This design comes from an exercise in tuning for small area on the open sky130 flow, not from production work. Only simulation tests tie the RTL to the original design; equivalence was not proved. Power and IR drop assume default switching activity.

alpha:
==> flow/design.v (excerpt) <==
module sha_mmio_controller #(
   parameter logic [11:0] BASE_ADDR = 12'h030,
   parameter int unsigned DATA_W    = 16,
   parameter int unsigned BLOCK_W   = 512,
   parameter int unsigned HASH_W    = 256
) (
   input  logic                 clk,
   input  logic                 reset_n,
   input  logic [15:0]          address,
   input  logic                 rw,
   input  logic                 strobe,
   input  logic [DATA_W-1:0]    datain,
   output logic [DATA_W-1:0]    dataout,
   input  logic [HASH_W-1:0]    hash,
   input  logic                 done,
   output logic [BLOCK_W-1:0]   block,
   output logic                 start,
   output logic                 core_reset,
   output logic                 irq
);
==> flow/config.mk <==
export PLATFORM = sky130hd
export DESIGN_NAME = sha_mmio_controller
export DESIGN_NICKNAME = sha_mmio_controller
export VERILOG_FILES = /design/flow/design.v
export SDC_FILE = /design/flow/constraint.sdc
export NUM_CORES = 4
export LEC_CHECK = 0
export CAP_MARGIN = 20
export CORE_MARGIN = 2
export CORE_UTILIZATION = 40
export SLEW_MARGIN = 20
==> flow/constraint.sdc <==
create_clock -name core_clock -period 10.0 [get_ports {clk}]
set_input_delay 2.0000 -clock core_clock [delete_from_list [all_inputs] [get_ports {clk}]]
set_output_delay 2.0000 -clock core_clock [all_outputs]
set_load 0.01 [all_outputs]
standard.sh (not shown) runs the stock make flow with config.mk's settings and CLKGATE_MAP_FILE= SYNTH_SCRIPT=/design/flow/synth_recipe.tcl, a recipe that flattens the netlist after the stock synthesis.
==> flow/flow/run.sh <==
#!/bin/bash
# Standard ORFS layout with two area-oriented changes:
#  - ports are buffered with the smallest buffer (buf_1) instead of the default pick;
#  - CTS uses small clock buffers and no dummy loads.
set -euo pipefail
export BUFFER_PORTS_ARGS="-buffer_cell sky130_fd_sc_hd__buf_1"
export CTS_ARGS="-sink_clustering_enable -repair_clock_nets -dont_use_dummy_load -buf_list {sky130_fd_sc_hd__clkbuf_4 sky130_fd_sc_hd__clkbuf_8}"
bash standard.sh > standard.log 2>&1
The following lists how beta was set up differently from alpha:
==> flow/run.sh (new file) <==
#!/bin/bash
# synth_recipe.tcl (not shown) runs the flow's synth.tcl, then flattens the netlist and writes it again
# the make line also repeats each setting of config.mk as NAME=value (left out here)
make -C /OpenROAD-flow-scripts/flow DESIGN_CONFIG=/design/flow/config.mk WORK_HOME=/design/flow/orfs CLKGATE_MAP_FILE= SYNTH_SCRIPT=/design/flow/synth_recipe.tcl finish
removed: flow/flow/run.sh
removed: flow/standard.sh
==> summary.txt <==
Of beta and alpha, beta shows the lower transition time at the pin with the least slew margin, with alpha above it. Number of flops mapped to enable cells by yosys came out exactly the same in beta and alpha. Utilization of the core after routing on beta is up relative to alpha.
Edits applied to the flow inputs when going from beta to gamma:
# beta
export LEC_CHECK = 0
export CAP_MARGIN = 20
export CORE_MARGIN = 2
export CORE_UTILIZATION = 40
export SLEW_MARGIN = 20
create_clock -name core_clock -period 10.0 [get_ports {clk}]
# gamma
export LEC_CHECK = 0
export CAP_MARGIN = 20
export CORE_MARGIN = 2
export CORE_UTILIZATION = 60
export SLEW_MARGIN = 20
create_clock -name core_clock -period 10.0 [get_ports {clk}]
==> flow/flow/run.sh (new file) <==
#!/bin/bash
# Standard ORFS layout (the standard.sh) with two area-oriented changes:
#  - ports are buffered with the smallest buffer (buf_1) instead of the default pick;
#  - CTS uses small clock buffers (clkbuf_4) in clusters of up to 10 sinks, no dummy loads.
# make's full output goes to standard.log; ORFS keeps each step's log under orfs/logs/.
set -euo pipefail
export BUFFER_PORTS_ARGS="-buffer_cell sky130_fd_sc_hd__buf_1"
export CTS_ARGS="-sink_clustering_enable -repair_clock_nets -dont_use_dummy_load -buf_list {sky130_fd_sc_hd__clkbuf_4} -sink_clustering_size 10 -sink_clustering_max_diameter 50"
bash standard.sh > standard.log 2>&1
==> flow/standard.sh (new file) <==
#!/bin/bash
# synth_recipe.tcl (not shown) runs the flow's synth.tcl, then flattens the netlist and writes it again
# the make line also repeats each setting of config.mk as NAME=value (left out here)
make -C /OpenROAD-flow-scripts/flow DESIGN_CONFIG=/design/flow/config.mk WORK_HOME=/design/flow/orfs CLKGATE_MAP_FILE= SYNTH_SCRIPT=/design/flow/synth_recipe.tcl "${@:-finish}"
removed: flow/run.sh
Results
For gamma, the startpoint-to-endpoint class of the critical path was input port to register, unlike beta, where it was register to register. NOTE: number of antenna violations at the first check in global routing in gamma exceeds that of beta. In gamma relative to beta, wire length had gone down by a few percent. In gamma, clock skew is higher than in beta. gamma finished every step from synthesis to the final layout, and the layout passed the timing, design-rule and antenna checks. Compared with beta, gamma shows initial standard-cell utilization of the core higher by 21 points. Between beta and gamma, the overall global routing resource usage is higher for gamma. Upper clock frequency limit improves in gamma relative to beta. Relative to beta, wire length on met3 has increased by about 23% in gamma. A heaviest power group of clock is what beta shows, while sequential cells belongs to gamma. Comparing beta and gamma, the lower worst setup slack after placement is on beta. Of beta and gamma, the run reporting the higher sequential fraction of total cell area was gamma.

rev 12:
The RTL this note starts from:
==> flow/design.v <==
module sha_mmio_controller #(
   parameter logic [11:0] BASE_ADDR = 12'h030,
   parameter int unsigned DATA_W    = 16,
   parameter int unsigned BLOCK_W   = 512,
   parameter int unsigned HASH_W    = 256
) (
   input  logic                 clk,
   input  logic                 reset_n,
   input  logic [15:0]          address,
   input  logic                 rw,
   input  logic                 strobe,
   input  logic [DATA_W-1:0]    datain,
   output logic [DATA_W-1:0]    dataout,
   input  logic [HASH_W-1:0]    hash,
   input  logic                 done,
   output logic [BLOCK_W-1:0]   block,
   output logic                 start,
   output logic                 core_reset,
   output logic                 irq
);
   localparam int unsigned MAX_WORDS = (BLOCK_W - 64 - DATA_W) / DATA_W;
   localparam int unsigned CNT_W     = $clog2(MAX_WORDS + 1);
   localparam int unsigned HWORDS    = HASH_W / DATA_W;
   localparam int unsigned HIDX_W    = $clog2(HWORDS);
   localparam logic [3:0] OFF_CTRL = 4'd0;
   localparam logic [3:0] OFF_MSG  = 4'd1;
   localparam logic [3:0] OFF_HASH = 4'd2;
   localparam logic [3:0] OFF_PTR  = 4'd3;
   logic                st_idle, st_load, st_fire, st_wait, st_capt;
   logic                nx_idle, nx_load, nx_fire, nx_wait, nx_capt;
   logic [CNT_W-1:0]    count, count_d;
   logic [HIDX_W-1:0]   hidx, hidx_d;
   logic                ovf, ovf_d;
   logic                busy;
   logic                done_flag, done_flag_d;
   logic                done_q;
   logic                dvalid;
   logic [HASH_W-1:0]   digest;
   logic [DATA_W-1:0]   dataout_d;
   logic                hit, rd, wr;
   logic [3:0]          offset;
   logic                rd_hash, soft_rst, go, rise, msg_wr, ptr_wr, hold_blk;
   logic [DATA_W-1:0]   status;
   logic [HWORDS-1:0]   hsel;
   logic                rd_stat;
   logic [MAX_WORDS:0]  at;           
   logic                buf_keep;
   logic [DATA_W-1:0]   msg_buf [MAX_WORDS];
   assign hit    = strobe && (address[15:4] == BASE_ADDR);
   assign rd     = hit && rw;
   assign wr     = hit && !rw;
   assign offset = address[3:0];
   assign busy     = st_fire | st_wait | st_capt;
   assign irq      = done_flag;
   assign soft_rst = wr && offset == OFF_CTRL && datain == DATA_W'(1);
   assign go       = st_idle && wr && offset == OFF_CTRL && datain == DATA_W'(2) && !ovf;
   assign rise     = st_wait && done && !done_q;
   assign msg_wr   = st_idle && wr && offset == OFF_MSG;
   assign ptr_wr   = st_idle && wr && offset == OFF_PTR;
   assign hold_blk = st_idle | st_fire | st_wait | st_capt;
   always_comb begin
      for (int i = 0; i <= int'(MAX_WORDS); i++) at[i] = (count == CNT_W'(i));
   end
   assign status    = DATA_W'({5'(count), 5'b0, ovf, busy, done_flag});
   assign rd_hash = rd && offset == OFF_HASH && !busy;
   always_comb begin
      for (int k = 0; k < int'(HWORDS); k++) hsel[k] = rd_hash && dvalid && hidx == HIDX_W'(k);
   end
   assign rd_stat = rd && offset == OFF_CTRL;
   for (genvar b = 0; b < int'(DATA_W); b++) begin : g_rd
      localparam bit HAS_ST = (b <= 2) || (b >= 8 && b <= 12);
      localparam int NP = int'(HWORDS) + 1 + (HAS_ST ? 1 : 0);
      localparam int NG = (NP + 2) / 3;
      logic [3*NG-1:0] pa, pb;
      logic [NG-1:0]   y;
      always_comb begin
         pa = '0;
         pb = '0;
         for (int k = 0; k < int'(HWORDS); k++) begin
            pa[k] = hsel[k];
            pb[k] = digest[HASH_W-1-DATA_W*k-(DATA_W-1-b)];
         end
         pa[HWORDS] = !rd;
         pb[HWORDS] = dataout[b];
         if (HAS_ST) begin
            pa[HWORDS+1] = rd_stat;
            pb[HWORDS+1] = status[b];
         end
      end
      for (genvar g = 0; g < NG; g++) begin : g_grp
         if (3*g + 2 < NP) begin : g3
            sha_aoi222 u_aoi (.a1(pa[3*g]), .b1(pb[3*g]), .a2(pa[3*g+1]), .b2(pb[3*g+1]),
                              .a3(pa[3*g+2]), .b3(pb[3*g+2]), .y(y[g]));
         end else begin : g2
            logic x;
            sha_ao22 u_ao (.a1(pa[3*g]), .b1(pb[3*g]), .a2(pa[3*g+1]), .b2(pb[3*g+1]),
                           .x(x));
            assign y[g] = !x;
         end
      end
      assign dataout_d[b] = !(&y);
   end
   assign buf_keep = !at[0];
   always_ff @(posedge clk) begin
      for (int i = 0; i < int'(MAX_WORDS); i++)
         msg_buf[i] <= (msg_buf[i] & {DATA_W{buf_keep}}) |
                       (datain & {DATA_W{msg_wr && at[i]}});
   end
   always_ff @(posedge clk or negedge reset_n) begin
      if (!reset_n) begin
         block <= '0;
      end else begin
         for (int i = 0; i < int'(MAX_WORDS); i++)
            block[BLOCK_W-1-DATA_W*i -: DATA_W] <=
               (block[BLOCK_W-1-DATA_W*i -: DATA_W] & {DATA_W{hold_blk}}) |
               ((msg_buf[i] | {at[i], {(DATA_W-1){1'b0}}}) & {DATA_W{st_load}});
         block[BLOCK_W-1-DATA_W*MAX_WORDS] <=
            (block[BLOCK_W-1-DATA_W*MAX_WORDS] & hold_blk) | (at[MAX_WORDS] & st_load);
         block[8:4] <= (block[8:4] & {5{hold_blk}}) | (count & {5{st_load}});
      end
   end
   always_ff @(posedge clk) begin
      digest <= (digest & {HASH_W{st_idle | st_load | st_fire | st_wait}}) | (hash & {HASH_W{st_capt}});
   end
   always_ff @(posedge clk or negedge reset_n) begin
      if (!reset_n) begin
         st_idle    <= 1'b1;
         st_load    <= 1'b0;
         st_fire    <= 1'b0;
         st_wait    <= 1'b0;
         st_capt    <= 1'b0;
         count      <= '0;
         hidx       <= '0;
         ovf        <= 1'b0;
         done_flag  <= 1'b0;
         done_q     <= 1'b0;
         dvalid     <= 1'b0;
         dataout    <= '0;
         start      <= 1'b0;
         core_reset <= 1'b0;
      end else begin
         st_idle    <= nx_idle;
         st_load    <= nx_load;
         st_fire    <= nx_fire;
         st_wait    <= nx_wait;
         st_capt    <= nx_capt;
         count      <= count_d;
         hidx       <= hidx_d;
         ovf        <= ovf_d;
         done_flag  <= done_flag_d;
         done_q     <= done;
         dvalid     <= dvalid | st_capt;
         dataout    <= dataout_d;
         start      <= st_fire && !soft_rst;
         core_reset <= soft_rst;
      end
   end
   always_comb begin
      nx_idle = soft_rst || (st_idle && !go) || st_capt;
      nx_load = !soft_rst && go;
      nx_fire = !soft_rst && st_load;
      nx_wait = !soft_rst && (st_fire || (st_wait && !rise));
      nx_capt = !soft_rst && rise;
      hidx_d    = rd_hash ? hidx + HIDX_W'(1) : hidx;
      if (soft_rst || st_capt || ptr_wr) hidx_d = '0;
      count_d = count;
      ovf_d   = ovf;
      if (msg_wr) begin
         if (at[MAX_WORDS]) ovf_d = 1'b1;
         else               count_d = count + CNT_W'(1);
      end
      if (soft_rst || ptr_wr) begin
         count_d = '0;
         ovf_d   = 1'b0;
      end
      done_flag_d = done_flag;
      if (msg_wr) done_flag_d = 1'b0;
      if (st_capt) done_flag_d = 1'b1;
      if (soft_rst) done_flag_d = 1'b0;
   end
endmodule
module sha_aoi222 (
   input  logic a1, b1, a2, b2, a3, b3,
   output logic y
);
   assign y = !((a1 & b1) | (a2 & b2) | (a3 & b3));
endmodule
module sha_ao22 (
   input  logic a1, b1, a2, b2,
   output logic x
);
   assign x = (a1 & b1) | (a2 & b2);
endmodule
export LEC_CHECK = 0
export CAP_MARGIN = 20
export CORE_MARGIN = 2
export CORE_UTILIZATION = 40
export SLEW_MARGIN = 20
export SYNTH_HIERARCHICAL = 1
export SYNTH_MINIMUM_KEEP_SIZE = 0
create_clock -name core_clock -period 10.0 [get_ports {clk}]
==> flow/flow/run.sh <==
#!/bin/bash
# Standard ORFS layout (the standard.sh) with two area-oriented changes:
#  - ports are buffered with the smallest buffer (buf_1) instead of the default pick;
#  - CTS uses small clock buffers (clkbuf_4) in clusters of up to 10 sinks, no dummy loads.
# make's full output goes to standard.log; ORFS keeps each step's log under orfs/logs/.
set -euo pipefail
export BUFFER_PORTS_ARGS="-buffer_cell sky130_fd_sc_hd__buf_1"
export SKIP_REPAIR_TIE_FANOUT=1
export CTS_ARGS="-sink_clustering_enable -repair_clock_nets -dont_use_dummy_load -buf_list {sky130_fd_sc_hd__clkbuf_4} -sink_clustering_size 10 -sink_clustering_max_diameter 50"
bash standard.sh > standard.log 2>&1
Rev 12 ended with every stage complete and zero timing, DRC or antenna violations.
For rev 13, these inputs were changed with respect to rev 12:
--- a/flow/flow/run.sh
+++ b/flow/flow/run.sh
@@ -6,5 +6,4 @@
 set -euo pipefail
 export BUFFER_PORTS_ARGS="-buffer_cell sky130_fd_sc_hd__buf_1"
-export SKIP_REPAIR_TIE_FANOUT=1
 export CTS_ARGS="-sink_clustering_enable -repair_clock_nets -dont_use_dummy_load -buf_list {sky130_fd_sc_hd__clkbuf_4} -sink_clustering_size 10 -sink_clustering_max_diameter 50"
 bash standard.sh > standard.log 2>&1
--- a/flow/config.mk
+++ b/flow/config.mk
@@ -9,5 +9,5 @@
 export CORE_MARGIN = 2
 export CORE_UTILIZATION = 40
-export SLEW_MARGIN = 20
+export SLEW_MARGIN = 30
 export SYNTH_HIERARCHICAL = 1
 export SYNTH_MINIMUM_KEEP_SIZE = 0
[summary]
As far as post-CTS setup buffer count goes, rev 12 and rev 13 are indistinguishable; the numbers are identical.
Routed length on met3: rev 13 vs rev 12 down about 5%
On ratio of cells with drive above 1 in the final layout, rev 12 tracks rev 13 almost exactly.
Diff rev 12 -> rev 13 | initial DRC count | up slightly
Between rev 13 and rev 12, it is rev 13 whose fraction of the cycle the final worst path needs is lower, by 0.90 points.
[compare] base=rev 12 new=rev 13: count of pins on the block boundary neither gained nor lost much, share of the core filled with cells in the final layout increased by 0.43 points relative to the old numbers.

==> static timing again, ports no longer ideal <==
The flow's constraints put no driver on any port. The routed layouts listed below were extracted and timed again, unchanged, in two steps.
Step 1 sets driving cells, clkbuf_16 on the clock port and buf_2 on the other inputs (assumed; they add their load-dependent delay and slew).
Step 2 also shifts input and output timing later by t, the mid clock arrival at the registers, as if the neighbouring blocks saw the same clock.
Slacks: ideal / step 1 / step 2; pairs: ideal / step 1.
| run | t (ns) | setup slack, ns | worst setup path at the end |
|---|---|---|---|
| alpha | 0.897 | 5.861 / 5.861 / 5.065 | input to register |
| beta | 0.780 | 5.444 / 5.444 / 4.855 | input to register |
| gamma | 1.060 | 5.997 / 6.005 / 4.968 | input to register |
| rev 12 | 1.111 | 5.247 / 5.294 / 4.182 | input to register |
| rev 13 | 1.100 | 5.337 / 5.370 / 4.269 | input to register |
After both steps every run listed still meets setup and hold. For rev 13, which loses most, drivers alone change the setup slack by +0.033 ns; drivers and shift together by -1.068 ns.
